Background: an optimization exercise with open tools, aiming at small area. Do not read the settings as production practice.
Where RTL was checked, it was by simulation tests only, not by an equivalence proof against the original.
No functional check of the RTL was part of run 5.
Power and IR drop assume default switching activity.

<file path="flow/run.sh">
#!/bin/bash
# synth_recipe.tcl (not shown) runs the flow's synth.tcl, then flattens the netlist and writes it again
# the make line also repeats each setting of config.mk as NAME=value (left out here)
make -C /OpenROAD-flow-scripts/flow DESIGN_CONFIG=/design/flow/config.mk WORK_HOME=/design/flow/orfs CLKGATE_MAP_FILE= SYNTH_SCRIPT=/design/flow/synth_recipe.tcl finish
</file>
<file path="flow/config.mk">
export PLATFORM = sky130hd
export DESIGN_NAME = motor_drive_level_regulator
export DESIGN_NICKNAME = motor_drive_level_regulator
export VERILOG_FILES = /design/flow/design.v
export SDC_FILE = /design/flow/constraint.sdc
export NUM_CORES = 4
export LEC_CHECK = 0
export ABC_AREA = 1
export CAP_MARGIN = 20
export CORE_MARGIN = 2
export CORE_UTILIZATION = 40
export SLEW_MARGIN = 20
</file>
<file path="flow/constraint.sdc">
create_clock -name core_clock -period 12.0 [get_ports {clk}]
set_input_delay 2.4000 -clock core_clock [delete_from_list [all_inputs] [get_ports {clk}]]
set_output_delay 2.4000 -clock core_clock [all_outputs]
set_load 0.01 [all_outputs]
</file>
<file path="flow/design.v">
`timescale 1ns / 1ps
package mdlr_pkg;
  localparam int DriveW    = 10;
  localparam int AdvanceW  = 6;
  localparam int HallW     = 9;
  localparam int PwmMax    = 1000;
  localparam logic [1:0] MODE_DUTY    = 2'd0;
  localparam logic [1:0] MODE_CURRENT = 2'd1;
  localparam logic [1:0] MODE_SPEED   = 2'd2;
endpackage
`timescale 1ns / 1ps
module motor_drive_level_regulator #(
  parameter int PWM_MID = 0,
  parameter int PWM_MAX = 1000
) (
  input  logic        clk,
  input  logic        rst_n,
  input  logic        in_tvalid,
  output logic        in_tready,
  input  logic [63:0] in_tdata,
  output logic        out_tvalid,
  input  logic        out_tready,
  output logic [23:0] out_tdata,
  input  logic        cfg_valid,
  output logic        cfg_ready,
  input  logic [2:0]  cfg_index,
  input  logic [13:0] cfg_data
);
  logic [1:0]  mode_r;
  logic [11:0] lim_r;
  logic        bbc_r;
  logic        coast_r;
  logic        wen_r;
  logic [13:0] wspd_r;
  logic [12:0] wcur_r;
  logic [5:0]  wmax_r;
  logic        s1_valid_r;
  logic        out_valid_r;
  logic        s1_adv;
  logic        take;
  logic [9:0]  drive_r;
  logic [5:0]  adv_r;
  logic [8:0]  hall_r;
  logic [9:0]  pend_r, pend_nxt;
  logic        lim_on;
  logic        abs_cfg;
  logic [9:0]  d;
  logic [5:0]  a;
  function automatic logic ult(input logic [13:0] x, input logic [13:0] y);
    logic c;
    c = 1'b0;
    for (int i = 0; i < 14; i++) c = (!x[i] && y[i]) || ((!x[i] || y[i]) && c);
    ult = c;
  endfunction
  function automatic logic [13:0] add13(input logic [12:0] x, input logic [12:0] y,
                                        input logic ci);
    logic c;
    c = ci;
    for (int i = 0; i < 13; i++) begin
      add13[i] = x[i] ^ y[i] ^ c;
      c = (x[i] && y[i]) || (x[i] && c) || (y[i] && c);
    end
    add13[13] = c;
  endfunction
  function automatic logic [9:0] add10(input logic [9:0] x, input logic [9:0] y);
    logic [13:0] r;
    r = add13({3'd0, x}, {3'd0, y}, 1'b0);
    add10 = r[9:0];
  endfunction
  assign cfg_ready = 1'b1;
  logic [13:0] cfg_d;
  assign cfg_d = cfg_data & {14{rst_n}};
  always_ff @(posedge clk) begin
    if (!rst_n || (cfg_valid && cfg_index == 3'd0)) mode_r  <= cfg_d[1:0];
    if (!rst_n || (cfg_valid && cfg_index == 3'd1)) lim_r   <= cfg_d[11:0];
    if (!rst_n || (cfg_valid && cfg_index == 3'd2)) bbc_r   <= cfg_d[0];
    if (!rst_n || (cfg_valid && cfg_index == 3'd3)) coast_r <= cfg_d[0];
    if (!rst_n || (cfg_valid && cfg_index == 3'd4)) wen_r   <= cfg_d[0];
    if (!rst_n || (cfg_valid && cfg_index == 3'd5)) wspd_r  <= cfg_d[13:0];
    if (!rst_n || (cfg_valid && cfg_index == 3'd6)) wcur_r  <= cfg_d[12:0];
    if (!rst_n || (cfg_valid && cfg_index == 3'd7)) wmax_r  <= cfg_d[5:0];
  end
  assign s1_adv    = s1_valid_r && (!out_valid_r || out_tready);
  assign in_tready = !s1_valid_r || s1_adv;
  assign take      = in_tready && in_tvalid;
  assign lim_on  = (lim_r != '0);
  assign abs_cfg = !lim_on && (mode_r != 2'd3);
  logic adv_pend;
  assign adv_pend = s1_valid_r && !abs_cfg;
  assign d = add10(drive_r, {{8{pend_r[1] & s1_valid_r}}, pend_r[1:0] & {2{s1_valid_r}}});
  logic [9:0] a10;
  assign a10 = add10({4'd0, adv_r}, {{8{pend_r[3] & adv_pend}}, pend_r[3:2] & {2{adv_pend}}});
  assign a = a10[5:0];
  always_comb begin
    logic [13:0]        tgt;
    logic [11:0]        brk;
    logic signed [12:0] cur;
    logic [13:0]        spd;
    logic [8:0]         hall;
    logic               slot;
    logic               brk_on, tp, edge_seen, spd_on;
    logic               cur_neg, cur_pos, cgn, clt, cgt, s_gt_t, t_gt_s;
    logic               dz, dm, d1, gt, eq, lt, lt1;
    logic [13:0]        diff;
    logic [13:0]        cgn_sum;
    logic [13:0]        x;
    logic               up1, dn1, upb, dnb;
    logic [1:0]         s1, sb, dd, ad;
    logic               wrise;
    logic [9:0]         tsat;
    tgt  = in_tdata[13:0];
    brk  = in_tdata[25:14];
    cur  = $signed(in_tdata[38:26]);
    spd  = in_tdata[52:39];
    hall = in_tdata[61:53];
    slot = in_tdata[62];
    brk_on    = (brk != '0);
    tp        = (tgt != '0);
    spd_on    = (spd != '0);
    edge_seen = (hall_r != hall);
    cur_neg   = cur[12];
    cur_pos   = !cur[12] && (cur != '0);
    cgn_sum   = add13({1'b0, brk}, cur, 1'b0);
    cgn       = !cur_neg ? (cur_pos || brk_on) : (cgn_sum[13] && (cgn_sum[12:0] != '0));
    x         = (mode_r == 2'd1) ? tgt : {2'b00, lim_r};
    clt       = cur_neg || ult({2'b00, cur[11:0]}, x);
    cgt       = !cur_neg && ult(x, {2'b00, cur[11:0]});
    s_gt_t    = ult(tgt, spd);
    t_gt_s    = ult(spd, tgt);
    dz   = (d == '0);
    dm   = (d[9:5] == 5'b11111) && (d[4] || d[3]);
    d1   = (d == 10'd1);
    diff = add13({3'd0, d}, {3'b111, ~tgt[9:0]}, 1'b1);
    gt   = (tgt[13:10] != '0) || diff[10];
    eq   = (tgt[13:10] == '0) && (diff[9:0] == '0) && !diff[10];
    lt   = !gt && !eq;
    lt1  = lt && (diff[9:0] != 10'd1);
    up1 = 1'b0;
    dn1 = 1'b0;
    upb = 1'b0;
    dnb = 1'b0;
    case (mode_r)
      2'd0, 2'd2: begin
        if (brk_on) begin
          if (bbc_r) begin
            dn1 = cgn && !dz;
            up1 = !cgn && !dm;
          end else if (mode_r == 2'd0) begin
            dn1 = lt;
          end else begin
            dn1 = s_gt_t && !dz;
          end
        end else begin
          if (tp) begin
            if (mode_r == 2'd0) begin
              up1 = clt && gt && !dm;
              dn1 = (clt && !gt && cur_neg && lt) || (cgt && !dz);
            end else begin
              up1 = clt && t_gt_s && !dm;
              dn1 = (clt && !t_gt_s && cur_neg && !dz) || (cgt && !dz);
            end
          end
          if (coast_r) begin
            if (!tp) begin
              dnb = cur_pos && !dz;
              upb = !cur_pos && edge_seen && !dm;
            end
          end else begin
            dnb = up1 ? !gt : dn1 ? lt1 : lt;
          end
        end
      end
      2'd1: begin
        if (brk_on) begin
          dn1 = spd_on && (!bbc_r || cgn) && !dz;
        end else begin
          if (tp) begin
            up1 = clt && !dm;
            dn1 = cgt && !dz;
          end
          if (coast_r) begin
            if (!tp) begin
              dnb = cur_pos && !dz;
              upb = !cur_pos && edge_seen && !dm;
            end
          end else begin
            dnb = up1 || (!dn1 && !dz) || (dn1 && !d1);
          end
        end
      end
      default: ;
    endcase
    s1 = up1 ? 2'b01 : dn1 ? 2'b11 : 2'b00;
    sb = upb ? 2'b01 : dnb ? 2'b11 : 2'b00;
    dd = s1 + sb;
    if (dn1 && dnb) dd = 2'b10;
    wrise = !ult(spd, wspd_r) && tp && !brk_on;
    ad    = 2'b00;
    if (wen_r && lim_on && slot) begin
      if (wrise && ult({1'b0, ~cur[12], cur[11:0]}, {1'b0, ~wcur_r[12], wcur_r[11:0]})) begin
        if (ult({8'd0, a}, {8'd0, wmax_r})) ad = 2'b01;
      end else if (a != '0) begin
        ad = 2'b11;
      end
    end
    tsat = ult(14'd1000, tgt) ? 10'd1000 : tgt[9:0];
    if (abs_cfg) pend_nxt = (mode_r == 2'd0) ? tsat : 10'd0;
    else         pend_nxt = {6'd0, ad, dd};
  end
  always_ff @(posedge clk) begin
    if (take) pend_r <= pend_nxt;
  end
  always_ff @(posedge clk) begin
    if (!rst_n) begin
      hall_r <= '0;
    end else if (take) begin
      hall_r <= in_tdata[61:53];
    end
  end
  always_ff @(posedge clk) begin
    if (!rst_n) begin
      drive_r <= '0;
      adv_r   <= '0;
    end else if (s1_adv) begin
      drive_r <= abs_cfg ? pend_r : d;
      adv_r   <= a;
    end
  end
  always_ff @(posedge clk) begin
    if (!rst_n) begin
      s1_valid_r  <= 1'b0;
      out_valid_r <= 1'b0;
    end else begin
      if (in_tready) s1_valid_r <= in_tvalid;
      if (s1_adv) out_valid_r <= 1'b1;
      else if (out_tready) out_valid_r <= 1'b0;
    end
  end
  assign out_tvalid = out_valid_r;
  assign out_tdata  = {7'd0, adv_r, 1'b0, drive_r};
endmodule
</file>
==> out/results.txt, run 1 <==
Outcome: finished clean
Hold Fails Final Rpt: 0
Final Cell Area: 7580 sq um
Worst Skew: 0.00924 ns
Layout cells sized above 1: 5.75%
Fin Hold WS: 0.481 ns
Final Wtd Congestion: 0.880
Cell taking the most area after synthesis: edfxtp_1
Gate Count Post-Synth: 760
PostCTS Resize Cnt: 0
Port buffer count: 102
Via count: 5397
Starting density of the core: 40.5%
Iteration-0 DRC Markers: 352
Worst reg-to-reg setup slack: 4.37 ns
Min Clock Period, post-route: 9.51 ns
Max incr delay on CP: 0.50 ns
Critical path arrival: 9.61 ns
DRT Wirelength: 17200 microns
First-pass GRT wire length: 28100 microns
Nature of the critical path startpoint: input port
Met3 GRT Util: 3.06%
Share of the synthesized area in the top cell type: 29.6%
Maxcap violations: 0
Placed Area: 7290 sq um
Hold-critical path depth: 2
# clock sinks: 87
Fmax: 0.105 GHz
H-tree depth: 3
Register area share after synthesis: 38.5%
IO Count: 113
Die Wd: 127 microns
Pin count of the biggest net entering global routing: 47
TritonCTS Buffers: 9
Clock Power Share: 31.2%
RSZ-0062 raised after global routing: no
Clk buf depth: 2
Ys flop type: edfxtp_1
GR Util met1: 31.4%
Number of global-route vias before repair: 5316
Post-synthesis cell type count: 47
FILL cells: 1460
Diode count: 0
R2R Path Start: s1_valid_r
Core ar.: 15000 sq um
Post-CTS Setup Bufs: 0
GR met2 Demand/Resource: 36.0%
Yosys warns: 1
Final Setup Violations: 0
Syn_area_per_cell: 8.01 sq um
CTS tree: built
Number of synthesized flops with an enable pin: 60
Insertion delay to the later sink of the worst-skew pair: 0.34 ns
Synth top area cells: edfxtp_1 (30%), nand2_1 (11%), fa_1 (11%)
P_sw: 0.256 mW
Tcrit/Tclk final: 79.3%
Clock root buffer: clkbuf_16
Die area: 16200 sq um
Seq pwr share: 42.9%
Setup TNS: 0 ns
Commonest cells post-synth: nand2_1 (174), inv_1 (136), edfxtp_1 (60), o21ai_0 (49), nor2_1 (48)
Reg2Reg Depth: 30
Worst r2r dst: pend_r[1]
Synth Register Bits: 87
Die extent in y: 127 microns
Crit path kind: input port to flip-flop
First-pass DRT Iterations: 8
Slowest CP cell: clkdlybuf4s50_1
Synthesized area: 6090 sq um
DRC viols: 0
Vias per cell: 5.10
Power after layout: 0.851 mW
Initial antenna violation count: 0
Total GRT Usage: 22.4%
Hold path start: hall_r[1]
Final ANT Viol Nets: 0
Final HPWL DP: 14200 microns
Critical Path Fanout Max: 3
Logic pwr share: 26.0%
Top-count cell post-synth: nand2_1
CP endpoint kind: flip-flop
Hold-fix buffers, CTS: 0
Worst min path class: flip-flop to flip-flop
Slew @ Worst Pin: 0.897 ns
Power per cell area: 112 nW/um^2
Most used cell, CP: fa_1
P_leak: 3.37 nW
Peak supply drop: 0.0615 mV
Layout area overhead: 24.4%
Final #Nets: 989
GR peak layer: met2
Sw Ratio: 30.1%
DR WL/cell: 16.3 microns
Total congestion overflow: 0
Slew Viols, Final: 0
Internal: 0.595 mW
# rows: 45
Hold Path End: hall_r[1]
Ys async rst share: 0%
WP data required: 12.10 ns
Relative slew slack: 39.7%
Worst-path clk slew: 0.06 ns
## power groups by stage
stage | clock, mW | combinational, mW | sequential (mW)
6_report | 0.265 | 0.221 | 0.365
5_1_grt | 0.285 | 0.252 | 0.368
4_1_cts | 0.272 | 0.222 | 0.365
3_5_place_dp | 0 | 0.221 | 0.371
3_3_place_gp | 0 | 0.215 | 0.371
2_1_floorplan | 0 | 0.139 | 0.366
## sequential cells by signal (all words and copies together) (netlist names)
register	count
out_valid_r	1
mode_r	2
wen_r	1
adv_r	6
wmax_r	6
coast_r	1
s1_valid_r	1
wcur_r	13
pend_r	10
lim_r	12
hall_r	9
bbc_r	1
drive_r	10
wspd_r	14
## placed cells by master (no fill, tap or decap), types with 27 or more instances in the layout
cell / n
nand3_1: 35
nor2_1: 48
edfxtp_1: 60
fa_1: 32
clkdlybuf4s50_1: 102
inv_1: 136
dfxtp_1: 27
o21ai_0: 48
nand2_1: 174
a21oi_1: 31
## worst max-delay path by stage
stage                      endpoint  cells after the start          from  slack, ns
after global routing      pend_r[1]                     33  in_tdata[26]       2.05
final                     pend_r[1]                     33  in_tdata[26]       2.49
after floorplan           pend_r[1]                     32  in_tdata[14]       3.24
after detailed placement  pend_r[1]                     33  in_tdata[26]       2.16
after global placement    pend_r[1]                     33  in_tdata[26]       2.34
after CTS                 pend_r[1]                     33  in_tdata[26]       2.52
## routing by layer
| metal | wire (microns) | vias up | share of wire [%] |
|---|---|---|---|
| li1 | - | 2695 | - |
| met1 | 8190 | 2541 | 48 |
| met2 | 8020 | 141 | 47 |
| met3 | 722 | 20 | 4.2 |
| met4 | 298 | 0 | 1.7 |
| met5 | 0 | - | 0 |
## cell type report
type	count	area [sq um]	share of cell area (%)
clock inverters	4	26.3	0.347
repair buffers	107	1060	14.0
clock buffers	12	258	3.40
well taps	188	235	3.10
multi-input cells	517	3120	41.1
flip-flops and latches	87	2340	30.9
inverters	143	539	7.12
## critical path, delay by kind of cell
kind                       cells  cell delay, ns
AOI/OAI and AO/OA              3            0.31
buffers and inverters          2            0.55
adders and majority gates     14            5.09
and+or+nand+nor               14            1.26
## per-stage QoR
step | utilization, % | std cells | worst slack (ns)
3_3_place_gp | 48.5 | 1042 | 2.34
2_1_floorplan | - | 767 | 3.24
5_1_grt | 50.4 | 1058 | 2.05
4_1_cts | 50.4 | 1058 | 2.52
3_5_place_dp | 48.5 | 1042 | 2.16
6_report | 50.4 | 1058 | 2.49
## cells by family (layout without fill, tap and decap cells)
| group | count (synthesis) | count (layout) | share of synthesized area, % |
|---|---|---|---|
| AOI/OAI and AO/OA | 139 | 139 | 13.6 |
| xor gates and xnor gates | 12 | 12 | 1.97 |
| and+or+nand+nor | 318 | 318 | 23.1 |
| DFF | 87 | 87 | 38.5 |
| other | 2 | 9 | 0.123 |
| buffers and inverters | 163 | 266 | 10.8 |
| adders and majority gates | 39 | 39 | 11.9 |
==> run 2, diff against run 1 <==
==> flow/flow/run.sh (new file) <==
#!/bin/bash
# Own layout flow: the standard synthesis, then the combinational logic re-mapped with a
# stronger ABC area script (registers kept as they are), then the standard layout with
# the smallest buffer on the ports. Each tool's output goes to a log file of its own here.
set -euo pipefail
W=$PWD
R=$W/orfs/results/$FLOW_PLATFORM/motor_drive_level_regulator/base
YOSYS=$FLOW_HOME/../tools/install/yosys/bin/yosys
LIB=$FLOW_HOME/platforms/$FLOW_PLATFORM/lib/sky130_fd_sc_hd__tt_025C_1v80.lib

bash standard.sh synth > $W/flow_synth.log 2>&1
cp $R/1_2_yosys.v $W/std_netlist.v

sed -e "s#@LIB@#$LIB#g" -e "s#@IN@#$W/std_netlist.v#g" -e "s#@OUT@#$W/reabc_netlist.v#g" \
    -e "s#@ABC@#$W/flow/area.abc#g" -e "s#@STAT@#$W/reabc_stat.txt#g" \
    $W/flow/reabc.ys > $W/reabc_run.ys
$YOSYS -s $W/reabc_run.ys > $W/flow_reabc.log 2>&1

sed -e "s#@LIB@#$LIB#g" -e "s#@STD@#$W/std_netlist.v#g" -e "s#@NEW@#$W/reabc_netlist.v#g" \
    $W/flow/equiv.ys > $W/equiv_run.ys
# keep the standard netlist unless the re-mapped one is proven equal to it
if $YOSYS -s $W/equiv_run.ys > $W/flow_equiv.log 2>&1; then
  cp $W/reabc_netlist.v $R/1_2_yosys.v
else
  echo "re-mapped netlist not proven equal; keeping the standard one" >> $W/flow_equiv.log
fi
rm -f $R/1_synth.odb $R/1_synth.sdc
export BUFFER_PORTS_ARGS="-buffer_cell sky130_fd_sc_hd__buf_1"
if [[ -f $W/flow/cts_args.txt ]]; then
  export CTS_ARGS="$(cat $W/flow/cts_args.txt)"
fi
bash standard.sh > $W/flow_layout.log 2>&1
==> flow/flow/area.abc (new file) <==
strash
dc2
dc2
&get -n
&dch -f
&nf -R 1000
&put
==> flow/flow/cts_args.txt (new file) <==
-sink_clustering_enable -repair_clock_nets -buf_list {sky130_fd_sc_hd__clkbuf_4 sky130_fd_sc_hd__clkbuf_8} -sink_clustering_size 10 -dont_use_dummy_load
==> flow/flow/equiv.ys (new file) <==
# Prove the re-mapped netlist equal to the standard one (registers paired by name).
read_liberty -ignore_miss_func -ignore_miss_dir @LIB@
read_verilog @STD@
rename motor_drive_level_regulator gold
read_verilog @NEW@
rename motor_drive_level_regulator gate
flatten gold gate
opt_clean
equiv_make gold gate equiv
hierarchy -top equiv
equiv_simple -seq 1
equiv_induct
equiv_status -assert
==> flow/flow/reabc.ys (new file) <==
# Re-map the combinational logic of the standard netlist; registers stay as they are.
read_liberty -ignore_miss_func -ignore_miss_dir @LIB@
blackbox sky130_fd_sc_hd__df* sky130_fd_sc_hd__edf* sky130_fd_sc_hd__sdf* sky130_fd_sc_hd__sedf* sky130_fd_sc_hd__dl* sky130_fd_sc_hd__conb_1
read_verilog @IN@
hierarchy -top motor_drive_level_regulator
flatten
opt -purge
abc -liberty @LIB@ -dont_use sky130_fd_sc_hd__lpflow_bleeder_1 -dont_use sky130_fd_sc_hd__lpflow_clkbufkapwr_1 -dont_use sky130_fd_sc_hd__lpflow_clkbufkapwr_16 -dont_use sky130_fd_sc_hd__lpflow_clkbufkapwr_2 -dont_use sky130_fd_sc_hd__lpflow_clkbufkapwr_4 -dont_use sky130_fd_sc_hd__lpflow_clkbufkapwr_8 -dont_use sky130_fd_sc_hd__lpflow_clkinvkapwr_1 -dont_use sky130_fd_sc_hd__lpflow_clkinvkapwr_16 -dont_use sky130_fd_sc_hd__lpflow_clkinvkapwr_2 -dont_use sky130_fd_sc_hd__lpflow_clkinvkapwr_4 -dont_use sky130_fd_sc_hd__lpflow_clkinvkapwr_8 -dont_use sky130_fd_sc_hd__lpflow_decapkapwr_12 -dont_use sky130_fd_sc_hd__lpflow_decapkapwr_3 -dont_use sky130_fd_sc_hd__lpflow_decapkapwr_4 -dont_use sky130_fd_sc_hd__lpflow_decapkapwr_6 -dont_use sky130_fd_sc_hd__lpflow_decapkapwr_8 -dont_use sky130_fd_sc_hd__lpflow_inputiso0n_1 -dont_use sky130_fd_sc_hd__lpflow_inputiso0p_1 -dont_use sky130_fd_sc_hd__lpflow_inputiso1n_1 -dont_use sky130_fd_sc_hd__lpflow_inputiso1p_1 -dont_use sky130_fd_sc_hd__lpflow_inputisolatch_1 -dont_use sky130_fd_sc_hd__lpflow_isobufsrc_1 -dont_use sky130_fd_sc_hd__lpflow_isobufsrc_16 -dont_use sky130_fd_sc_hd__lpflow_isobufsrc_2 -dont_use sky130_fd_sc_hd__lpflow_isobufsrc_4 -dont_use sky130_fd_sc_hd__lpflow_isobufsrc_8 -dont_use sky130_fd_sc_hd__lpflow_isobufsrckapwr_16 -dont_use sky130_fd_sc_hd__lpflow_lsbuf_lh_hl_isowell_tap_1 -dont_use sky130_fd_sc_hd__lpflow_lsbuf_lh_hl_isowell_tap_2 -dont_use sky130_fd_sc_hd__lpflow_lsbuf_lh_hl_isowell_tap_4 -dont_use sky130_fd_sc_hd__lpflow_lsbuf_lh_isowell_4 -dont_use sky130_fd_sc_hd__lpflow_lsbuf_lh_isowell_tap_1 -dont_use sky130_fd_sc_hd__lpflow_lsbuf_lh_isowell_tap_2 -dont_use sky130_fd_sc_hd__lpflow_lsbuf_lh_isowell_tap_4 -dont_use sky130_fd_sc_hd__probe_p_8 -dont_use sky130_fd_sc_hd__probec_p_8  -dont_use sky130_fd_sc_hd__fa_* -dont_use sky130_fd_sc_hd__ha_* -dont_use sky130_fd_sc_hd__fah* -script @ABC@
opt_clean -purge
hilomap -singleton -hicell sky130_fd_sc_hd__conb_1 HI -locell sky130_fd_sc_hd__conb_1 LO
splitnets
opt_clean -purge
tee -o @STAT@ stat -liberty @LIB@
write_verilog -noattr -nohex -nodec @OUT@
==> flow/standard.sh (new file) <==
#!/bin/bash
# synth_recipe.tcl (not shown) runs the flow's synth.tcl, then flattens the netlist and writes it again
# the make line also repeats each setting of config.mk as NAME=value (left out here)
make -C /OpenROAD-flow-scripts/flow DESIGN_CONFIG=/design/flow/config.mk WORK_HOME=/design/flow/orfs CLKGATE_MAP_FILE= SYNTH_SCRIPT=/design/flow/synth_recipe.tcl "${@:-finish}"
removed: flow/run.sh
==> out/results.txt, run 2 <==
# rows: 42 (-6.7%)
Worst min path class: flip-flop to flip-flop
Slowest CP cell: maj3_1
Slew @ Worst Pin: 1.07 ns (+0.171 ns)
Total congestion overflow: 0 (unchanged)
PostCTS Resize Cnt: 0 (unchanged)
P_sw: 0.221 mW (-14%)
Die area: 14800 sq um (-8.9%)
Diode count: 0 (unchanged)
Clock Power Share: 23.3% (-7.9 points)
Layout cells sized above 1: 1.84% (-3.9 points)
CP endpoint kind: flip-flop
Final Wtd Congestion: 0.926 (+5.2%)
Final Cell Area: 6310 sq um (-17%)
Syn_area_per_cell: 8.64 sq um (+7.8%)
Final #Nets: 850 (-14%)
Min Clock Period, post-route: 7.23 ns (-2.28 ns)
Insertion delay to the later sink of the worst-skew pair: 0.37 ns (+0.03 ns)
WP data required: 12.12 ns (+0.02 ns)
Fin Hold WS: 0.504 ns (+0.0225 ns)
Layout area overhead: 14.2%
Iteration-0 DRC Markers: 450 (+28%)
Die Wd: 122 microns (-4.6%)
Worst Skew: 0.0178 ns (+0.00860 ns)
Hold Fails Final Rpt: 0 (unchanged)
Largest register FFs: 14 (unchanged)
RSZ-0062 raised after global routing: no
CTS tree: built
Worst r2r dst: pend_r[1]
Clock root buffer: clkbuf_8
Clk buf depth: 2 (unchanged)
Hold-critical path depth: 2 (unchanged)
Via count: 5398 (+0.019%)
Die extent in y: 122 microns (-4.6%)
Relative slew slack: 28.7% (-11 points)
# clock sinks: 87 (unchanged)
Port buffer count: 102 (unchanged)
Largest regs: wspd_r: 14 flops, wcur_r: 13 flops, lim_r: 12 flops
TritonCTS Buffers: 9 (unchanged)
DR WL/cell: 16.9 microns (+3.9%)
CP startpoint: in_tdata[0]
Hold-fix buffers, CTS: 0 (unchanged)
Worst-path clk slew: 0.08 ns (+0.02 ns)
Starting density of the core: 41.4% (+0.91 points)
Internal: 0.482 mW (-19%)
Final Setup Violations: 0 (unchanged)
DRC viols: 0 (unchanged)
Yosys warns: 1 (unchanged)
Commonest non-fill, non-tap cell in the layout: buf_1
Placed Area: 6190 sq um (-15%)
Nature of the critical path startpoint: input port
P_leak: 2.14 nW (-37%)
Crit path kind: input port to flip-flop
Synthesized area: 5530 sq um (-9.2%)
Pin count of the biggest net entering global routing: 50 (+6.4%)
Slew Viols, Final: 0 (unchanged)
Peak supply drop: 0.0547 mV (-11%)
DRT Wirelength: 15900 microns (-7.9%)
Final core utilization: 47.3% (-3.1 points)
Outcome: finished clean
Setup TNS: 0 ns (unchanged)
Post-CTS Setup Bufs: 0 (unchanged)
Core ar.: 13300 sq um (-11%)
Seq pwr share: 51.9% (+9.0 points)
First-pass GRT wire length: 24300 microns (-13%)
Hold Path End: hall_r[1]
Crit path max-delay family: simple AND/OR/NAND/NOR gates
Most used cell, CP: nand2_1
First-pass DRT Iterations: 6 (-2)
Tcrit/Tclk final: 60.2% (-19 points)
Worst reg-to-reg setup slack: 5.01 ns (+0.64 ns)
H-tree depth: 3 (unchanged)
Number of global-route vias before repair: 4841 (-8.9%)
Gate Count Post-Synth: 640 (-16%)
Total GRT Usage: 21.4% (-0.94 points)
Critical path arrival: 7.35 ns (-2.26 ns)
IO Count: 113 (unchanged)
Maxcap violations: 0 (unchanged)
Fmax: 0.138 GHz (+32%)
Reg2Reg Depth: 27 (-10%)
Max incr delay on CP: 0.36 ns (-0.14 ns)
Critical Path Fanout Max: 5 (+2)
Commonest cells after routing, fill and taps aside: buf_1 (101), nor2_1 (85), o21ai_0 (60), edfxtp_1 (60), nand2_1 (53)
Biggest register: wspd_r
Vias per cell: 5.75 (+13%)
Hold path start: hall_r[1]
Initial antenna violation count: 0 (unchanged)
Final ANT Viol Nets: 0 (unchanged)
WP buf/inv: 2 (unchanged)
Logic pwr share: 24.8% (-1.2 points)
R2R Path Start: s1_valid_r
Sw Ratio: 31.4% (+1.3 points)
Final HPWL DP: 12300 microns (-14%)
Power per cell area: 111 nW/um^2 (-0.92%)
==> run 2: through the flow <==
step,setup WS (ns),std cells,power (mW)
after global placement,4.65,929,0.538
after global routing,4.36,938,0.743
after detailed placement,4.49,929,0.542
after floorplan,5.23,647,0.483
after CTS,4.87,938,0.703
final,4.77,938,0.703
==> run 2: worst max-delay path by stage <==
stage / end / depth (start not counted)
global placement: pend_r[1] / 28
detailed placement: pend_r[1] / 30
global route: pend_r[1] / 30
CTS: pend_r[1] / 30
floorplan: pend_r[1] / 27
finish: pend_r[1] / 30
==> run 2: power by group through the flow <==
stage               Clock, mW  Sequential, mW  Combinational, mW
floorplan                   0           0.367              0.115
global placement            0           0.370              0.167
detailed placement          0           0.371              0.171
CTS                     0.166           0.364              0.172
global route            0.182           0.367              0.194
finish                  0.164           0.365              0.174
==> run 2: worst register-to-register path, cell delays in order, from the launching register on <==
cell	delay (ns)
dfxtp_1	0.51
and2_0	0.88
nor2_1	0.11
o21ai_0	0.36
maj3_1	0.33
maj3_1	0.24
a21o_1	0.09
o21ai_0	0.12
xor2_1	0.39
clkinv_1	0.17
maj3_1	0.38
and2_0	0.19
nor2_1	0.11
nor2_1	0.08
maj3_1	0.36
nor2_1	0.16
nor2b_1	0.09
o21ai_0	0.20
nor2b_1	0.21
nor2_1	0.06
a211oi_1	0.30
a21oi_1	0.15
o211ai_1	0.25
a21oi_1	0.10
o2111ai_1	0.20
nand3_1	0.18
or2_0	0.26
a32o_1	0.27
==> run 2: area by class of cell <==
type                    count  area [sq um]
well taps                 176           220
inverters                  39           146
repair buffers            106           414
clock buffers               9           124
multi-input cells         521          3070
fillers                  1338          7040
flip-flops and latches     87          2340
==> run 2: metal layers <==
metal	GRT usage [%]	routed length, microns
met5	0	0
met4	8.33	325
met3	4.73	1260
met2	34.1	7250
met1	28.5	7040
==> run 3, diff against run 2 <==
==> flow/flow/cts_args.txt (replaced) <==
-sink_clustering_enable -repair_clock_nets -buf_list sky130_fd_sc_hd__clkbuf_8 -dont_use_dummy_load
==> out/results.txt, run 3 <==
Slew Viols, Final: 0 (unchanged)
Syn_area_per_cell: 8.64 sq um (unchanged)
WP data required: 12.12 ns (about the same)
TritonCTS Buffers: 9 (unchanged)
Final Setup Violations: 0 (unchanged)
Slowest CP cell: maj3_1
Largest regs: wspd_r: 14 flops, wcur_r: 13 flops, lim_r: 12 flops
Post-CTS Setup Bufs: 0 (unchanged)
GR peak layer: met2
Worst Skew: 0.0178 ns (unchanged)
Placed Area: 6190 sq um (unchanged)
Worst min path class: flip-flop to flip-flop
First-pass GRT wire length: 24300 microns (unchanged)
Yosys warns: 1 (unchanged)
Die area: 14800 sq um (unchanged)
Peak supply drop: 0.0547 mV (unchanged)
Power after layout: 0.703 mW (unchanged)
Fin Hold WS: 0.504 ns (unchanged)
Relative slew slack: 28.7% (unchanged)
Crit path max-delay family: simple AND/OR/NAND/NOR gates
Diode count: 0 (unchanged)
P_leak: 2.14 nW (unchanged)
Slew @ Worst Pin: 1.07 ns (unchanged)
Max incr delay on CP: 0.36 ns (about the same)
Final HPWL DP: 12300 microns (unchanged)
Layout cells sized above 1: 1.84% (unchanged)
FILL cells: 1338 (unchanged)
Fmax: 0.138 GHz (unchanged)
Final core utilization: 47.3% (unchanged)
Final Cell Area: 6310 sq um (unchanged)
Pre-CTS setup slack: 4.49 ns (unchanged)
Total congestion overflow: 0 (unchanged)
Final #Nets: 850 (unchanged)
Pin count of the biggest net entering global routing: 50 (unchanged)
Crit path kind: input port to flip-flop
Vias per cell: 5.75 (unchanged)
Iteration-0 DRC Markers: 450 (unchanged)
Number of global-route vias before repair: 4841 (unchanged)
Port buffer count: 102 (unchanged)
Die extent in y: 122 microns (unchanged)
Outcome: finished clean
Total GRT Usage: 21.4% (unchanged)
Initial antenna violation count: 0 (unchanged)
Layout area overhead: 14.2% (unchanged)
Insertion delay to the later sink of the worst-skew pair: 0.37 ns (about the same)
Commonest cells after routing, fill and taps aside: buf_1 (101), nor2_1 (85), o21ai_0 (60), edfxtp_1 (60), nand2_1 (53)
First-pass DRT Iterations: 6 (unchanged)
Hold-fix buffers, CTS: 0 (unchanged)
Maxcap violations: 0 (unchanged)
GR met2 Demand/Resource: 34.1% (unchanged)
Final Wtd Congestion: 0.926 (unchanged)
Tcrit/Tclk final: 60.2% (unchanged)
Die Wd: 122 microns (unchanged)
Clock root buffer: clkbuf_8
Clk buf depth: 2 (unchanged)
Met3 GRT Util: 4.73% (unchanged)
DP Cell Count: 929 (unchanged)
GR Util met1: 28.5% (unchanged)
Starting density of the core: 41.4% (unchanged)
Setup TNS: 0 ns (unchanged)
Critical path arrival: 7.35 ns (about the same)
CTS tree: built
PostCTS Resize Cnt: 0 (unchanged)
Gate Count Post-Synth: 640 (unchanged)
Hold Fails Final Rpt: 0 (unchanged)
# rows: 42 (unchanged)
Setup WS post-layout: 4.77 ns (unchanged)
Nature of the critical path startpoint: input port
Biggest register: wspd_r
DR WL/cell: 16.9 microns (unchanged)
Core ar.: 13300 sq um (unchanged)
Post-route insts no fill: 938 (unchanged)
# clock sinks: 87 (unchanged)
Largest register FFs: 14 (unchanged)
DRC viols: 0 (unchanged)
Synthesized area: 5530 sq um (unchanged)
Most used cell, CP: nand2_1
Final ANT Viol Nets: 0 (unchanged)
Power per cell area: 111 nW/um^2 (unchanged)
Worst-path clk slew: 0.08 ns (about the same)
Min Clock Period, post-route: 7.23 ns (unchanged)
IO Count: 113 (unchanged)
Critical Path Fanout Max: 5 (unchanged)
H-tree depth: 3 (unchanged)
DRT Wirelength: 15900 microns (unchanged)
Commonest non-fill, non-tap cell in the layout: buf_1
RSZ-0062 raised after global routing: no
Via count: 5398 (unchanged)
WP buf/inv: 2 (unchanged)
CP endpoint kind: flip-flop
## run 3: cell counts in the layout (fill, tap and decap cells not counted)
No cell type changed its count.
## run 3: report_power, final
group | internal [mW] | switching (mW) | total [mW]
combinational | 0.0674 | 0.107 | 0.174
clock | 0.0672 | 0.0967 | 0.164
sequential | 0.347 | 0.0173 | 0.365
## run 3: path summary, 6_finish.rpt
kind,from,end,slack (ns),depth (start not counted)
hold reg to reg,hall_r[1],hall_r[1],0.50,2
hold / removal,hall_r[1],hall_r[1],0.50,2
setup reg to reg,s1_valid_r,pend_r[1],5.01,27
setup / recovery,in_tdata[0],pend_r[1],4.77,30
## run 3: area by class of cell
type,count,area (sq um),share of cell area [%]
clock buffer,9,124,1.96
timing repair buffer,106,414,6.56
multi-input combinational,521,3070,48.6
sequential,87,2340,37.1
inverter,39,146,2.32
tap,176,220,3.49
## run 3: worst register-to-register path, stage by stage (launching register included)
cell and delay (ns):
dfxtp_1 0.51, and2_0 0.88, nor2_1 0.11, o21ai_0 0.36, maj3_1 0.33, maj3_1 0.24, a21o_1 0.09, o21ai_0 0.12
xor2_1 0.39, clkinv_1 0.17, maj3_1 0.38, and2_0 0.19, nor2_1 0.11, nor2_1 0.08, maj3_1 0.36, nor2_1 0.16
nor2b_1 0.09, o21ai_0 0.20, nor2b_1 0.21, nor2_1 0.06, a211oi_1 0.30, a21oi_1 0.15, o211ai_1 0.25, a21oi_1 0.10
o2111ai_1 0.20, nand3_1 0.18, or2_0 0.26, a32o_1 0.27
## run 3: metal layers
layer  vias up  routed length (microns)  share of wire, %
li1       2627                        -                 -
met1      2533                     7040                44
met2       212                     7250                46
met3        26                     1260               7.9
met4         0                      325               2.0
met5         -                        0                 0
==> run 4, diff against run 3 <==
==> flow/flow/cts_args.txt (replaced) <==
-sink_clustering_enable -repair_clock_nets -buf_list sky130_fd_sc_hd__clkbuf_16 -sink_clustering_size 50 -sink_clustering_max_diameter 300 -dont_use_dummy_load
--- a/flow/flow/reabc.ys
+++ b/flow/flow/reabc.ys
@@ -1,6 +1,6 @@
 # Re-map the combinational logic of the standard netlist; registers stay as they are.
 read_liberty -ignore_miss_func -ignore_miss_dir @LIB@
-blackbox sky130_fd_sc_hd__df* sky130_fd_sc_hd__edf* sky130_fd_sc_hd__sdf* sky130_fd_sc_hd__sedf* sky130_fd_sc_hd__dl* sky130_fd_sc_hd__conb_1
+blackbox sky130_fd_sc_hd__df* sky130_fd_sc_hd__edf* sky130_fd_sc_hd__sdf* sky130_fd_sc_hd__sedf* sky130_fd_sc_hd__dl* sky130_fd_sc_hd__conb_1 sky130_fd_sc_hd__fa_1 sky130_fd_sc_hd__ha_1
 read_verilog @IN@
 hierarchy -top motor_drive_level_regulator
 flatten
==> out/results.txt, run 4 <==
Power per cell area: 120 nW/um^2 (+8.1%)
CTS tree: built
Worst Skew: 0.0179 ns (+0.0000386 ns)
PostCTS Resize Cnt: 0 (unchanged)
Insertion delay to the later sink of the worst-skew pair: 0.34 ns (-0.03 ns)
Hold Fails Final Rpt: 0 (unchanged)
TritonCTS Buffers: 9 (unchanged)
Biggest register: wspd_r
Fin Hold WS: 0.462 ns (-0.0421 ns)
Top sig layer: met4
Peak supply drop: 0.0551 mV (+0.84%)
Iteration-0 DRC Markers: 309 (-31%)
Slew Viols, Final: 0 (unchanged)
Critical Path Fanout Max: 5 (unchanged)
Synthesized area: 5470 sq um (-1.1%)
Port buffer count: 102 (unchanged)
FILL cells: 1320 (-1.3%)
Layout cells sized above 1: 2.30% (+0.46 points)
Total GRT Usage: 21.3% (-0.072 points)
Total congestion overflow: 0 (unchanged)
Initial antenna violation count: 0 (unchanged)
WP data required: 12.04 ns (-0.08 ns)
Syn_area_per_cell: 9.53 sq um (+10%)
Pin count of the biggest net entering global routing: 50 (unchanged)
DRC viols: 0 (unchanged)
Vias per cell: 5.54 (-3.8%)
First-pass GRT wire length: 23900 microns (-1.5%)
Gate Count Post-Synth: 574 (-10%)
Final Wtd Congestion: 0.871 (-5.9%)
R2R Path Start: s1_valid_r
Worst min path class: flip-flop to flip-flop
Hold-fix buffers, CTS: 0 (unchanged)
Core ar.: 13300 sq um (-0.39%)
Clock root buffer: clkbuf_16
Relative slew slack: 32.8% (+4.0 points)
Crit path kind: input port to flip-flop
Final ANT Viol Nets: 0 (unchanged)
Diode count: 0 (unchanged)
Tcrit/Tclk final: 80.6% (+20 points)
Starting density of the core: 41.1% (-0.28 points)
Met3 routed WL: 888 microns (-29%)
H-tree depth: 3 (unchanged)
Commonest cells after routing, fill and taps aside: buf_1 (102), clkinv_1 (68), nor2_1 (63)
Number of global-route vias before repair: 4587 (-5.2%)
Via count: 4834 (-10%)
Met2 routed WL: 7050 microns (-2.7%)
Final Cell Area: 6370 sq um (+0.89%)
Nature of the critical path startpoint: input port
Critical path arrival: 9.71 ns (+2.36 ns)
P_leak: 2.13 nW (-0.21%)
Fmax: 0.103 GHz (-25%)
CP endpoint kind: flip-flop
IO Count: 113 (unchanged)
Clk buf depth: 2 (unchanged)
Commonest non-fill, non-tap cell in the layout: buf_1
Die extent in y: 121 microns (-0.51%)
# rows: 42 (unchanged)
Yosys warns: 1 (unchanged)
Post-CTS Setup Bufs: 0 (unchanged)
CP startpoint: in_tdata[26]
Placed Area: 6140 sq um (-0.85%)
DRT Wirelength: 15200 microns (-4.0%)
Hold path start: hall_r[1]
Outcome: finished clean
Maxcap violations: 0 (unchanged)
Worst-path clk slew: 0.06 ns (-0.02 ns)
Die Wd: 121 microns (-0.51%)
Post-route insts no fill: 873 (-6.9%)
Largest register FFs: 14 (unchanged)
Slew @ Worst Pin: 1.01 ns (-0.0604 ns)
Final core utilization: 47.9% (+0.61 points)
RSZ-0062 raised after global routing: no
WL met1: 7050 microns (+0.26%)
Final HPWL DP: 12100 microns (-1.4%)
First-pass DRT Iterations: 8 (+2)
Die area: 14600 sq um (-1.0%)
Largest regs: wspd_r: 14 flops, wcur_r: 13 flops, lim_r: 12 flops
DR WL/cell: 17.5 microns (+3.2%)
Final #Nets: 823 (-3.2%)
Min Clock Period, post-route: 9.67 ns (+2.44 ns)
DP Cell Count: 864 (-7.0%)
Final Setup Violations: 0 (unchanged)
# clock sinks: 87 (unchanged)
Layout area overhead: 16.4%
Setup TNS: 0 ns (unchanged)
-- run 4: cell count changes in the layout (fill, tap and decap cells not counted), moves of 6 or more --
| cell | previous run | this run |
|---|---|---|
| clkbuf_16 | 0 | 9 |
| clkbuf_8 | 9 | 0 |
| clkinv_1 | 39 | 68 |
| fa_1 | 0 | 32 |
| ha_1 | 0 | 6 |
| maj3_1 | 14 | 6 |
| nand2_1 | 53 | 32 |
| nand2b_1 | 14 | 7 |
| nor2_1 | 85 | 63 |
| o221ai_1 | 9 | 2 |
| xnor2_1 | 20 | 8 |
| xor2_1 | 18 | 1 |
-- run 4: final cells by class --
type	instances	area (sq um)	share of cell area (%)
clock buffers	9	225	3.54
inverters	68	255	4.01
repair buffers	107	420	6.60
multi-input cells	426	2910	45.6
well taps	176	220	3.46
flip-flops and latches	87	2340	36.8
-- run 4: through the flow --
stage          setup slack, ns  total power [mW]
2_1_floorplan             3.03             0.476
3_3_place_gp              2.33             0.533
3_5_place_dp              2.11             0.538
4_1_cts                   2.43             0.770
5_1_grt                   2.16             0.807
6_report                  2.33             0.766
-- run 4: where the power goes --
group / internal, mW / switching (mW) / total (mW)
Combinational: 0.0669 / 0.104 / 0.171
Sequential: 0.348 / 0.0148 / 0.363
Clock: 0.132 / 0.101 / 0.232
-- run 4: layer usage --
metal  track usage (%)  vias up
li1                  -     2339
met1              30.5     2291
met2              33.5      189
met3              2.96       15
met4              6.90        0
met5                 0        -
-- run 4: final timing paths --
path	end	depth (start not counted)	slack [ns]
hold reg to reg	hall_r[1]	2	0.46
hold / removal	hall_r[1]	2	0.46
setup reg to reg	pend_r[1]	26	4.01
setup / recovery	pend_r[1]	26	2.33
-- run 4: critical path, cell delays in order --
cell and delay (ns):
buf_1 0.21, ha_1 0.28, fa_1 0.38, fa_1 0.39, fa_1 0.40, fa_1 0.39, fa_1 0.39, fa_1 0.41
fa_1 0.40, fa_1 0.40, fa_1 0.41, fa_1 0.40, fa_1 0.38, ha_1 0.28, nor4_1 0.23, nand3_1 0.11
nor4_1 0.34, o221ai_1 0.28, nand3b_1 0.14, a21oi_1 0.07, o32a_1 0.26, a21oi_1 0.12, o21ai_0 0.12, ha_1 0.24
o21ai_0 0.18, o21ai_0 0.11
==> run 5, diff against run 4 <==
--- a/flow/design.v
+++ b/flow/design.v
@@ -31,9 +31,9 @@
   logic        bbc_r;
   logic        coast_r;
   logic        wen_r;
-  logic [13:0] wspd_r;
-  logic [12:0] wcur_r;
-  logic [5:0]  wmax_r;
+  logic [13:0] wspd_n;
+  logic [12:0] wcur_n;
+  logic [5:0]  wmax_n;
   logic        s1_valid_r;
   logic        out_valid_r;
   logic        s1_adv;
@@ -76,9 +76,9 @@
     if (!rst_n || (cfg_valid && cfg_index == 3'd2)) bbc_r   <= cfg_d[0];
     if (!rst_n || (cfg_valid && cfg_index == 3'd3)) coast_r <= cfg_d[0];
     if (!rst_n || (cfg_valid && cfg_index == 3'd4)) wen_r   <= cfg_d[0];
-    if (!rst_n || (cfg_valid && cfg_index == 3'd5)) wspd_r  <= cfg_d[13:0];
-    if (!rst_n || (cfg_valid && cfg_index == 3'd6)) wcur_r  <= cfg_d[12:0];
-    if (!rst_n || (cfg_valid && cfg_index == 3'd7)) wmax_r  <= cfg_d[5:0];
+    if (!rst_n || (cfg_valid && cfg_index == 3'd5)) wspd_n  <= ~cfg_d[13:0];
+    if (!rst_n || (cfg_valid && cfg_index == 3'd6)) wcur_n  <= ~cfg_d[12:0];
+    if (!rst_n || (cfg_valid && cfg_index == 3'd7)) wmax_n  <= ~cfg_d[5:0];
   end
   assign s1_adv    = s1_valid_r && (!out_valid_r || out_tready);
   assign in_tready = !s1_valid_r || s1_adv;
@@ -194,11 +194,11 @@
     sb = upb ? 2'b01 : dnb ? 2'b11 : 2'b00;
     dd = s1 + sb;
     if (dn1 && dnb) dd = 2'b10;
-    wrise = !ult(spd, wspd_r) && tp && !brk_on;
+    wrise = !ult(spd, ~wspd_n) && tp && !brk_on;
     ad    = 2'b00;
     if (wen_r && lim_on && slot) begin
-      if (wrise && ult({1'b0, ~cur[12], cur[11:0]}, {1'b0, ~wcur_r[12], wcur_r[11:0]})) begin
-        if (ult({8'd0, a}, {8'd0, wmax_r})) ad = 2'b01;
+      if (wrise && ult({1'b0, ~cur[12], cur[11:0]}, {1'b0, wcur_n[12], ~wcur_n[11:0]})) begin
+        if (ult({8'd0, a}, {8'd0, ~wmax_n})) ad = 2'b01;
       end else if (a != '0) begin
         ad = 2'b11;
       end
==> flow/flow/area.abc (replaced) <==
strash
&get -n
&deepsyn -T 60
&put
dc2
&get -n
&dch -f
&nf -R 1000
&put
==> flow/flow/cts_args.txt (replaced) <==
-sink_clustering_enable -repair_clock_nets -buf_list sky130_fd_sc_hd__clkbuf_8 -dont_use_dummy_load
==> out/results.txt, run 5 <==
Most used cell, CP: fa_1
Die area: 14000 sq um (-4.2%)
Syn_area_per_cell: 10.6 sq um (+12%)
Starting density of the core: 41.3% (+0.15 points)
Hold-fix buffers, CTS: 0 (unchanged)
Final HPWL DP: 11900 microns (-2.1%)
Die extent in y: 118 microns (-2.1%)
Insertion delay to the later sink of the worst-skew pair: 0.36 ns (+0.02 ns)
Peak supply drop: 0.0488 mV (-11%)
Diode count: 0 (unchanged)
Commonest non-fill, non-tap cell in the layout: buf_1
Core ar.: 12700 sq um (-4.7%)
Port buffer count: 102 (unchanged)
Final Wtd Congestion: 1.01 (+16%)
Number of global-route vias before repair: 4420 (-3.6%)
RSZ-0062 raised after global routing: no
Layout area overhead: 15.2%
Hold Fails Final Rpt: 0 (unchanged)
Gate Count Post-Synth: 492 (-14%)
Placed Area: 5900 sq um (-3.8%)
Pre-CTS setup slack: 2.04 ns (-0.0750 ns)
Final Cell Area: 6020 sq um (-5.4%)
Yosys warns: 1 (unchanged)
Maxcap violations: 0 (unchanged)
Critical path arrival: 9.77 ns (+0.06 ns)
TritonCTS Buffers: 9 (unchanged)
First-pass GRT wire length: 23300 microns (-2.6%)
Post-route insts no fill: 788 (-9.7%)
Min Clock Period, post-route: 9.65 ns (-0.0185 ns)
IO Count: 113 (unchanged)
# clock sinks: 87 (unchanged)
Final Setup Violations: 0 (unchanged)
Slew @ Worst Pin: 0.976 ns (-0.0322 ns)
Die Wd: 118 microns (-2.1%)
Total GRT Usage: 21.5% (+0.12 points)
Clock root buffer: clkbuf_8
Clk buf depth: 2 (unchanged)
Final #Nets: 742 (-9.8%)
Reg area: 2340 sq um (unchanged)
DRT Wirelength: 14600 microns (-3.9%)
Slew Viols, Final: 0 (unchanged)
Total congestion overflow: 0 (unchanged)
Slowest CP cell: fa_1
Biggest register: wspd_n
Via count: 4466 (-7.6%)
Initial antenna violation count: 0 (unchanged)
Relative slew slack: 34.9% (+2.1 points)
Layout cells sized above 1: 2.44% (+0.14 points)
Setup WS post-layout: 2.35 ns (+0.0185 ns)
First-pass DRT Iterations: 5 (-3)
DRC viols: 0 (unchanged)
WP data required: 12.12 ns (+0.08 ns)
Fin Hold WS: 0.471 ns (+0.00953 ns)
Synthesized area: 5230 sq um (-4.3%)
Area occupied by multi-input gates: 2730 sq um (-6.1%)
# rows: 41 (-2.4%)
Post-CTS Setup Bufs: 0 (unchanged)
Final core utilization: 47.5% (-0.36 points)
Tcrit/Tclk final: 80.4% (-0.15 points)
Fmax: 0.104 GHz (+0.19%)
Worst reg-to-reg setup slack: 3.63 ns (-0.38 ns)
CP endpoint kind: flip-flop
Crit path kind: input port to flip-flop
Worst-path clk slew: 0.08 ns (+0.02 ns)
FILL cells: 1221 (-7.5%)
PostCTS Resize Cnt: 0 (unchanged)
Commonest cells after routing, fill and taps aside: buf_1 (102), edfxtp_1 (60), clkinv_1 (50)
Pin count of the biggest net entering global routing: 30 (-40%)
Power per cell area: 109 nW/um^2 (-9.1%)
DR WL/cell: 18.6 microns (+6.5%)
H-tree depth: 3 (unchanged)
Iteration-0 DRC Markers: 352 (+14%)
Critical Path Fanout Max: 5 (unchanged)
Vias per cell: 5.67 (+2.4%)
Max incr delay on CP: 0.41 ns (about the same)
Worst Skew: 0.0157 ns (-0.00215 ns)
P_leak: 2.04 nW (-4.5%)
Nature of the critical path startpoint: input port
Final ANT Viol Nets: 0 (unchanged)
Setup TNS: 0 ns (unchanged)
DP Cell Count: 779 (-9.8%)
Largest regs: wspd_n: 14 flops, wcur_n: 13 flops, lim_r: 12 flops
Worst min path class: flip-flop to flip-flop
Largest register FFs: 14 (unchanged)
CTS tree: built
Power after layout: 0.659 mW (-14%)
Outcome: finished clean
-- run 5: critical path, delay by kind of cell --
kind                       cells  cell delay [ns]
AOI/OAI and AO/OA              9             1.66
adders and majority gates     14             5.08
buffers and inverters          1             0.20
and+or+nand+nor                3             0.41
-- run 5: area by class of cell --
| class | instances | area share [%] |
|---|---|---|
| sequential | 87 | 38.9 |
| multi-input combinational | 362 | 45.3 |
| inverter | 50 | 3.12 |
| timing repair buffer | 108 | 7.10 |
| tap | 172 | 3.57 |
| clock buffer | 9 | 2.06 |
-- run 5: layer usage --
metal	wire length (microns)	up-vias	GRT usage, %
met2	6930	192	35.1
met3	1080	29	3.86
met4	368	0	7.68
met5	0	-	0
met1	6270	2139	28.5
li1	-	2106	-
-- run 5: path summary, 6_finish.rpt --
| check | startpoint | endpoint | cells past startpoint |
|---|---|---|---|
| max | in_tdata[26] | pend_r[1] | 27 |
| min | pend_r[9] | drive_r[9] | 1 |
| max reg2reg | s1_valid_r | pend_r[1] | 27 |
| min reg2reg | pend_r[9] | drive_r[9] | 1 |
-- run 5: report_power, final --
group          total, mW  leakage [nW]  internal [mW]  switching [mW]
clock network      0.156        0.0647         0.0671          0.0893
logic              0.141          1.15         0.0558          0.0848
registers          0.362         0.816          0.345          0.0170
total              0.659          2.04          0.468           0.191
==> run 6, diff against run 5 <==
--- a/flow/design.v
+++ b/flow/design.v
@@ -52,6 +52,12 @@
     for (int i = 0; i < 14; i++) c = (!x[i] && y[i]) || ((!x[i] || y[i]) && c);
     ult = c;
   endfunction
+  function automatic logic ugt(input logic [13:0] x, input logic [13:0] y, input logic ci);
+    logic c;
+    c = ci;
+    for (int i = 0; i < 14; i++) c = (x[i] && !y[i]) || ((x[i] || !y[i]) && c);
+    ugt = c;
+  endfunction
   function automatic logic [13:0] add13(input logic [12:0] x, input logic [12:0] y,
                                         input logic ci);
     logic c;
@@ -99,10 +105,10 @@
     logic [8:0]         hall;
     logic               slot;
     logic               brk_on, tp, edge_seen, spd_on;
-    logic               cur_neg, cur_pos, cgn, clt, cgt, s_gt_t, t_gt_s;
+    logic               cur_neg, cur_pos, cgn, clt, cgt, s_gt_t, t_gt_s, t_ge_s;
     logic               dz, dm, d1, gt, eq, lt, lt1;
     logic [13:0]        diff;
-    logic [13:0]        cgn_sum;
+    logic               cgn_neg, cgn_pos;
     logic [13:0]        x;
     logic               up1, dn1, upb, dnb;
     logic [1:0]         s1, sb, dd, ad;
@@ -120,13 +126,19 @@
     edge_seen = (hall_r != hall);
     cur_neg   = cur[12];
     cur_pos   = !cur[12] && (cur != '0);
-    cgn_sum   = add13({1'b0, brk}, cur, 1'b0);
-    cgn       = !cur_neg ? (cur_pos || brk_on) : (cgn_sum[13] && (cgn_sum[12:0] != '0));
+    cgn_neg = 1'b1;
+    cgn_pos = 1'b0;
+    for (int i = 0; i < 12; i++) begin
+      cgn_pos = !cgn_neg && ((brk[i] && cur[i]) || ((brk[i] || cur[i]) && cgn_pos));
+      cgn_neg = cgn_neg && !brk[i] && !cur[i];
+    end
+    cgn       = !cur_neg ? (cur_pos || brk_on) : cgn_pos;
     x         = (mode_r == 2'd1) ? tgt : {2'b00, lim_r};
     clt       = cur_neg || ult({2'b00, cur[11:0]}, x);
     cgt       = !cur_neg && ult(x, {2'b00, cur[11:0]});
-    s_gt_t    = ult(tgt, spd);
-    t_gt_s    = ult(spd, tgt);
+    t_ge_s    = ugt(tgt, spd, brk_on);
+    s_gt_t    = !t_ge_s;
+    t_gt_s    = t_ge_s;
     dz   = (d == '0);
     dm   = (d[9:5] == 5'b11111) && (d[4] || d[3]);
     d1   = (d == 10'd1);
--- a/flow/flow/reabc.ys
+++ b/flow/flow/reabc.ys
@@ -1,6 +1,6 @@
 # Re-map the combinational logic of the standard netlist; registers stay as they are.
 read_liberty -ignore_miss_func -ignore_miss_dir @LIB@
-blackbox sky130_fd_sc_hd__df* sky130_fd_sc_hd__edf* sky130_fd_sc_hd__sdf* sky130_fd_sc_hd__sedf* sky130_fd_sc_hd__dl* sky130_fd_sc_hd__conb_1 sky130_fd_sc_hd__fa_1 sky130_fd_sc_hd__ha_1
+blackbox sky130_fd_sc_hd__df* sky130_fd_sc_hd__edf* sky130_fd_sc_hd__sdf* sky130_fd_sc_hd__sedf* sky130_fd_sc_hd__dl* sky130_fd_sc_hd__conb_1 sky130_fd_sc_hd__fa_1
 read_verilog @IN@
 hierarchy -top motor_drive_level_regulator
 flatten
==> out/results.txt, run 6 <==
Final HPWL DP: 11700 microns (-1.2%)
Crit path kind: input port to flip-flop
Maxcap violations: 0 (unchanged)
IO Count: 113 (unchanged)
DRT Wirelength: 14700 microns (+0.15%)
Via count: 4785 (+7.1%)
H-tree depth: 3 (unchanged)
TritonCTS Buffers: 9 (unchanged)
Total GRT Usage: 21.8% (+0.32 points)
Biggest register: wspd_n
P_leak: 1.95 nW (-4.3%)
Die extent in y: 117 microns (-1.5%)
DRC viols: 0 (unchanged)
First-pass DRT Iterations: 5 (unchanged)
# rows: 41 (unchanged)
Number of global-route vias before repair: 4538 (+2.7%)
Post-route insts no fill: 830 (+5.3%)
CP endpoint kind: flip-flop
Post-CTS Setup Bufs: 0 (unchanged)
Nature of the critical path startpoint: input port
Setup TNS: 0 ns (unchanged)
First-pass GRT wire length: 22700 microns (-2.7%)
Core ar.: 12500 sq um (-1.2%)
Critical path arrival: 6.83 ns (-2.94 ns)
GR Util met1: 28.6% (about the same)
Final Wtd Congestion: 0.900 (-11%)
WP data required: 12.10 ns (-0.02 ns)
Most used cell, CP: o21ai_0
Min Clock Period, post-route: 6.73 ns (-2.92 ns)
Final Setup Violations: 0 (unchanged)
Diode count: 0 (unchanged)
Placed Area: 5730 sq um (-2.9%)
Yosys warns: 1 (unchanged)
Outcome: finished clean
RSZ-0062 raised after global routing: no
Met3 GRT Util: 4.77% (+0.91 points)
Commonest non-fill, non-tap cell in the layout: buf_1
Fmax: 0.148 GHz (+43%)
# clock sinks: 87 (unchanged)
Final Cell Area: 5860 sq um (-2.8%)
Insertion delay to the later sink of the worst-skew pair: 0.35 ns (about the same)
Final ANT Viol Nets: 0 (unchanged)
WP buf/inv: 2 (+1)
Peak supply drop: 0.0581 mV (+19%)
Setup WS post-layout: 5.27 ns (+2.92 ns)
Slew @ Worst Pin: 0.987 ns (+0.0109 ns)
Vias per cell: 5.77 (+1.7%)
Worst min path class: flip-flop to flip-flop
Clk buf depth: 2 (unchanged)
Hold Fails Final Rpt: 0 (unchanged)
PostCTS Resize Cnt: 0 (unchanged)
Tcrit/Tclk final: 56.1% (-24 points)
Total congestion overflow: 0 (unchanged)
Synthesized area: 5070 sq um (-3.1%)
Max incr delay on CP: 0.45 ns (+0.04 ns)
Gate Count Post-Synth: 535 (+8.7%)
Port buffer count: 102 (unchanged)
DP Cell Count: 821 (+5.4%)
Layout cells sized above 1: 2.13% (-0.31 points)
CTS tree: built
Relative slew slack: 34.2% (-0.73 points)
Worst-path clk slew: 0.08 ns (about the same)
Crit path max-delay family: compound AO/OA/AOI/OAI gates
Final #Nets: 751 (+1.2%)
Power after layout: 0.658 mW (-0.17%)
Critical Path Fanout Max: 6 (+1)
Syn_area_per_cell: 9.48 sq um (-11%)
Worst Skew: 0.0297 ns (+0.0140 ns)
Largest register FFs: 14 (unchanged)
GR peak layer: met2
Final core utilization: 46.8% (-0.76 points)
Die area: 13600 sq um (-3.0%)
CP Cell Sequence: buf_1, clkinv_1, xnor2_1, xnor2_1, o21ai_0, a21o_1, o21ai_0, nand2_1, a2bb2oi_1, fa_1, a2111oi_0, nand3_1, nor3_1, nand2_1, a22oi_1, o21ai_0, o211ai_1, a31oi_1, o21ai_0, nand2_1, o41ai_1, xor2_1, a22o_1
Layout area overhead: 15.5%
Commonest cells after routing, fill and taps aside: buf_1 (102), edfxtp_1 (60), nand2_1 (42)
Power per cell area: 112 nW/um^2 (+2.7%)
Slowest CP cell: fa_1
Iteration-0 DRC Markers: 272 (-23%)
Slew Viols, Final: 0 (unchanged)
Fin Hold WS: 0.460 ns (-0.0107 ns)
Initial antenna violation count: 0 (unchanged)
Starting density of the core: 40.5% (-0.78 points)
GR met2 Demand/Resource: 35.5% (+0.43 points)
Hold-critical path depth: 2 (+1)
Die Wd: 117 microns (-1.5%)
Hold-fix buffers, CTS: 0 (unchanged)
Largest regs: wspd_n: 14 flops, wcur_n: 13 flops, lim_r: 12 flops
FILL cells: 1280 (+4.8%)
Reg2Reg Depth: 27 (unchanged)
Pin count of the biggest net entering global routing: 31 (+3.3%)
Pre-CTS setup slack: 4.98 ns (+2.94 ns)
Levels on crit path: 23 (-15%)
DR WL/cell: 17.7 microns (-4.9%)
Clock root buffer: clkbuf_8
==> run 6: changes by cell type in the layout (fill, tap and decap cells not counted), moves of 5 or more <==
cell / change
fa_1: -27
nand2_1: +17
xnor2_1: +12
a21oi_1: +10
nand3_1: +10
nor2_1: +10
clkinv_1: -9
o21ai_0: +8
ha_1: -6
a221o_1: -5
a222oi_1: +5
a22oi_1: +5
==> run 6: where the power goes <==
group,total (mW),leakage (nW),internal [mW],switching (mW)
Clock,0.155,0.0647,0.0672,0.0878
Combinational,0.138,1.07,0.0551,0.0833
Sequential,0.364,0.816,0.346,0.0187
==> run 6: per-layer routing <==
layer | up-vias | wire [microns]
li1 | 2300 | -
met1 | 2289 | 6560
met2 | 171 | 6870
met3 | 25 | 902
met4 | 0 | 336
met5 | - | 0
==> run 6: layout make-up <==
| type | count | area, sq um | share of cell area [%] |
|---|---|---|---|
| multi-input combinational | 414 | 2600 | 44.4 |
| sequential | 87 | 2340 | 40.0 |
| inverter | 41 | 154 | 2.63 |
| clock buffer | 9 | 124 | 2.12 |
| timing repair buffer | 107 | 420 | 7.18 |
| tap | 172 | 215 | 3.68 |
==> run 6: final timing paths <==
check,startpoint,slack [ns],end
max,in_tdata[5],5.27,pend_r[0]
min,pend_r[7],0.46,drive_r[7]
max reg2reg,s1_valid_r,5.95,pend_r[0]
min reg2reg,pend_r[7],0.46,drive_r[7]
==> run 6: worst min-delay path, delay by kind of cell, from the launching register on <==
family / cells / cell delay [ns]
flops: 1 / 0.33
compound gates: 1 / 0.07
buf+inv: 1 / 0.04

## re-timing with driven ports
How much do the figures lean on ideal ports? The routed layouts below were timed once more, with nothing changed but the port constraints.
Step 1 assumes that a clkbuf_16 drives the clock port and a buf_2 every other input.
Step 2 also shifts input and output timing later by t, the mid clock arrival at the registers, as if the neighbouring blocks saw the same clock.
Slacks: ideal ports / drivers / drivers and shift; pairs: ideal ports / drivers.
| run | shift t [ns] | slack for setup (ns) | worst register clock-pin slew, ns | cell pins on the clock port's net |
|---|---|---|---|---|
| run 1 | 0.381 | 2.488 / 2.503 / 2.123 | 0.06 / 0.06 | 1 |
| run 2 | 0.401 | 4.772 / 4.788 / 4.387 | 0.09 / 0.09 | 1 |
| run 3 | 0.401 | 4.772 / 4.788 / 4.387 | 0.09 / 0.09 | 1 |
| run 4 | 0.369 | 2.329 / 2.348 / 1.979 | 0.06 / 0.06 | 1 |
| run 5 | 0.388 | 2.347 / 2.353 / 1.965 | 0.08 / 0.08 | 1 |
| run 6 | 0.366 | 5.266 / 5.272 / 4.905 | 0.09 / 0.09 | 1 |
After both steps every run listed still meets setup and hold.
